What follows belongs to an exercise in optimizing a design on an open flow for small area, a short achievable clock period and few clock cycles per item; a production flow would make more cautious choices.
In this exercise RTL edits were held to simulation tests only and were not proved equivalent to the original.

## rational_arithmetic_unit
module rational_arithmetic_unit #(
    parameter int OPERAND_WIDTH = rau_pkg::OPERAND_WIDTH_DEF
) (
    input  wire logic                       aclk,
    input  wire logic                       aresetn,
    input  wire logic                       s_valid,
    output logic                            s_ready,
    input  wire logic [rau_pkg::ACTION_WIDTH-1:0] s_action,
    input  wire logic signed [OPERAND_WIDTH-1:0] s_first_numerator,
    input  wire logic signed [OPERAND_WIDTH-1:0] s_first_denominator,
    input  wire logic signed [OPERAND_WIDTH-1:0] s_second_numerator,
    input  wire logic signed [OPERAND_WIDTH-1:0] s_second_denominator,
    output logic                            m_valid,
    input  wire logic                       m_ready,
    output logic signed [2*OPERAND_WIDTH:0] m_result_numerator,
    output logic signed [2*OPERAND_WIDTH:0] m_result_denominator,
    output logic                            m_zero_over_zero
);
For scale: about 2800 cells after synthesis, ~320 flip-flops, roughly 140 I/O pins.
make LEC_CHECK=0 ABC_CLOCK_PERIOD_IN_PS=4000 CAP_MARGIN=20 CORE_MARGIN=2 CORE_UTILIZATION=40 SETUP_SLACK_MARGIN=5 SLEW_MARGIN=20 finish   # period 10.0 ns
run.sh (not shown) runs the stock make flow with config.mk's settings and CLKGATE_MAP_FILE= SYNTH_SCRIPT=/design/flow/synth_recipe.tcl, a recipe that flattens the netlist after the stock synthesis.
The baseline completed with no timing, DRC or antenna violations.
Testbench counts at the start, summed over its fixed seeds: cycles 27,044, items 1,500.
Edit:
==> flow/flow/run.sh (new file) <==
#!/bin/bash
set -e
export SETUP_SLACK_MARGIN=6.4
bash standard.sh > standard.log 2>&1
==> flow/standard.sh (new file) <==
#!/bin/bash
# synth_recipe.tcl (not shown) runs the flow's synth.tcl, then flattens the netlist and writes it again
# the make line also repeats each setting of config.mk as NAME=value (left out here)
make -C /OpenROAD-flow-scripts/flow DESIGN_CONFIG=/design/flow/config.mk WORK_HOME=/design/flow/orfs CLKGATE_MAP_FILE= SYNTH_SCRIPT=/design/flow/synth_recipe.tcl "${@:-finish}"
SETUP_SLACK_MARGIN = not set   (was 5)
removed: flow/run.sh
The changed run went through all stages and came out clean.
Utilization grows by 4.1 points.
Routed wire length grows by about 11%.
Count of clock-buffer cells in the layout grows by 3.
Design area grows by about 9%.
Edit:
==> flow/flow/run.sh (replaced) <==
#!/bin/bash
set -e
export SETUP_SLACK_MARGIN=7
bash standard.sh > standard.log 2>&1
Outcome: Synthesized area stays the same; critical path depth shrinks by 1; via count grows by 8.6%; design area grows by 17%; non-clock buffer count grows by 255.


job 1649:
rational_arithmetic_unit, a different RTL version from the one above (not shown whole).
Size: about 3,000 cells after synthesis, about 320 flip-flops, about 26,000 um^2 of cells after synthesis.
Settings: LEC_CHECK=0, ABC_CLOCK_PERIOD_IN_PS=4000, CAP_MARGIN=20, CORE_MARGIN=2, CORE_UTILIZATION=40, SLEW_MARGIN=20; clock period 10.0 ns.
standard.sh (not shown) runs the stock make flow with config.mk's settings and CLKGATE_MAP_FILE= SYNTH_SCRIPT=/design/flow/synth_recipe.tcl, a recipe that flattens the netlist after the stock synthesis.
==> flow/flow/run.sh <==
#!/bin/bash
set -e
export SETUP_SLACK_MARGIN=6.2
bash standard.sh > standard.log 2>&1
Job 1649 finished every step from synthesis to the final layout, and the layout passed the timing, design-rule and antenna checks.
Testbench counts of job 1649, summed over its fixed seeds: cycles 26,038, items 1,500.
Changes in job 2924 relative to job 1649:
- a change of CORE_UTILIZATION from 40 to 55
==> flow/flow/run.sh <==
#!/bin/bash
set -e
export SETUP_SLACK_MARGIN=6.4
bash standard.sh > standard.log 2>&1
--- outcome ---
Job 2924 closes out successfully: all stages finished, all timing, DRC and antenna checks passed.
Comparing job 2924 and job 1649, the lower sequential share of layout area is on job 2924.
Against job 1649, job 2924 reports a met3 wire length that is higher.
[job 2924 vs job 1649] via count: higher in job 2924
Compared with job 1649, routability-driven placement congestion ratio in job 2924 increased by a few percent.
Looking at proportion of final cell area spent on non-clock buffers across job 2924 and job 1649, the one that comes out higher is job 2924.
Here is what was changed in the inputs of job 4605 compared with job 2924.
- CORE_UTILIZATION changed from 55 to 40
Job 4605 finished every stage and its layout cleared the timing, design-rule and antenna checks.
Measured against job 2924, the floorplan row count of job 4605 comes out at 1.18 times the reference value.
| critical path depth | job 4605 vs job 2924 | 1 higher |
Comparing job 2924 and job 4605, worst slack at placement is higher on job 2924.
Job 2924 → job 4605: synthesized area ~0 delta.
Where cell area is concerned, job 2924 is better than job 4605.
On clock latency reported for the late side of the worst-skew pair, job 2924 and job 4605 are neck and neck.


main:
rational_arithmetic_unit, a different RTL version from the one above (not shown whole).
Size: roughly 140 I/O pins, roughly 26000 um2 of cells after synthesis.
Design rational_arithmetic_unit, start of the top module:
module rational_arithmetic_unit #(
    parameter int OPERAND_WIDTH = rau_pkg::OPERAND_WIDTH_DEF
) (
    input  wire logic                       aclk,
    input  wire logic                       aresetn,
    input  wire logic                       s_valid,
    output logic                            s_ready,
    input  wire logic [rau_pkg::ACTION_WIDTH-1:0] s_action,
    input  wire logic signed [OPERAND_WIDTH-1:0] s_first_numerator,
    input  wire logic signed [OPERAND_WIDTH-1:0] s_first_denominator,
    input  wire logic signed [OPERAND_WIDTH-1:0] s_second_numerator,
    input  wire logic signed [OPERAND_WIDTH-1:0] s_second_denominator,
    output logic                            m_valid,
    input  wire logic                       m_ready,
    output logic signed [2*OPERAND_WIDTH:0] m_result_numerator,
    output logic signed [2*OPERAND_WIDTH:0] m_result_denominator,
    output logic                            m_zero_over_zero
);
export LEC_CHECK = 0
export ABC_CLOCK_PERIOD_IN_PS = 4000
export CAP_MARGIN = 20
export CORE_MARGIN = 2
export CORE_UTILIZATION = 65
export SETUP_SLACK_MARGIN = 5
export SLEW_MARGIN = 20
create_clock -name core_clock -period 10.0 [get_ports {aclk}]
run.sh (not shown) runs the stock make flow with config.mk's settings and CLKGATE_MAP_FILE= SYNTH_SCRIPT=/design/flow/synth_recipe.tcl, a recipe that flattens the netlist after the stock synthesis.
Stock flow here: none of the scripts above is used.
main did not stop at any stage, and its layout met the timing, design-rule and antenna checks.
Testbench counts of main, summed over its fixed seeds: cycles 26,948, items 1,500.
Inputs modified between main and the feature branch:
- a change of CORE_UTILIZATION from 65 to 40
- a deleted SETUP_SLACK_MARGIN that had been 5
==> flow/flow/run.sh (new file) <==
#!/bin/bash
set -e
export SETUP_SLACK_MARGIN=6
bash standard.sh > standard.log 2>&1
==> flow/standard.sh (new file) <==
#!/bin/bash
# synth_recipe.tcl (not shown) runs the flow's synth.tcl, then flattens the netlist and writes it again
# the make line also repeats each setting of config.mk as NAME=value (left out here)
make -C /OpenROAD-flow-scripts/flow DESIGN_CONFIG=/design/flow/config.mk WORK_HOME=/design/flow/orfs CLKGATE_MAP_FILE= SYNTH_SCRIPT=/design/flow/synth_recipe.tcl "${@:-finish}"
removed: flow/run.sh
==> run summary <==
- Looking at headroom to the max-slew limit, the feature branch sits 2.0 points above main.
- Taking the feature branch over main, the met3 wirelength from detailed routing ratio works out to 1.07.
- Measured against each other, main and the feature branch differ in critical path required time, the lower figure coming from main.
- As far as total area of sequential cells is concerned, main and the feature branch perform about the same.
- The feature branch reports a lower share of cell area taken by multi-input logic gates than main does.
- Relative to main, area of the die increased by 61% in the feature branch.
- The feature branch vs main: number of placed instances, taps included up by a little under 10%

==> port drivers added, routing unchanged <==
In the flow no input, the clock included, has a driving cell. The finished layouts below were timed again as built, in two steps.
Step 1: set_driving_cell puts a clkbuf_16 on aclk and a buf_2 on each other input, an assumption about the parent block.
Step 2, shift: input delay + t, output delay - t, t = (earliest + latest rising clock arrival at the registers) / 2. This alone moves slack from input paths to output paths.
a / b / c = ideal ports / drivers / drivers and shift; a / b = the first two.
| run | t, ns | setup slack, ns | worst setup path after step 2 |
|---|---|---|---|
| the first run of note 1 | 0.633 | 5.183 / 5.183 / 4.682 | input to register |
| the second run of note 1 | 0.617 | 6.319 / 6.319 / 5.883 | input to register |
| the third run of note 1 | 0.619 | 6.307 / 6.307 / 6.032 | input to register |
| job 1649 | 0.618 | 6.077 / 6.077 / 5.711 | input to register |
| job 2924 | 0.631 | 6.183 / 6.183 / 5.964 | input to register |
| job 4605 | 0.633 | 6.116 / 6.116 / 6.116 | register to register |
| main | 0.613 | 5.187 / 5.187 / 4.687 | input to register |
| the feature branch | 0.632 | 6.005 / 6.005 / 5.487 | input to register |
After both steps every run listed still meets setup and hold. The setup slack of the feature branch, which loses most, moves by 0.000 ns with the drivers and by -0.518 ns with both steps.
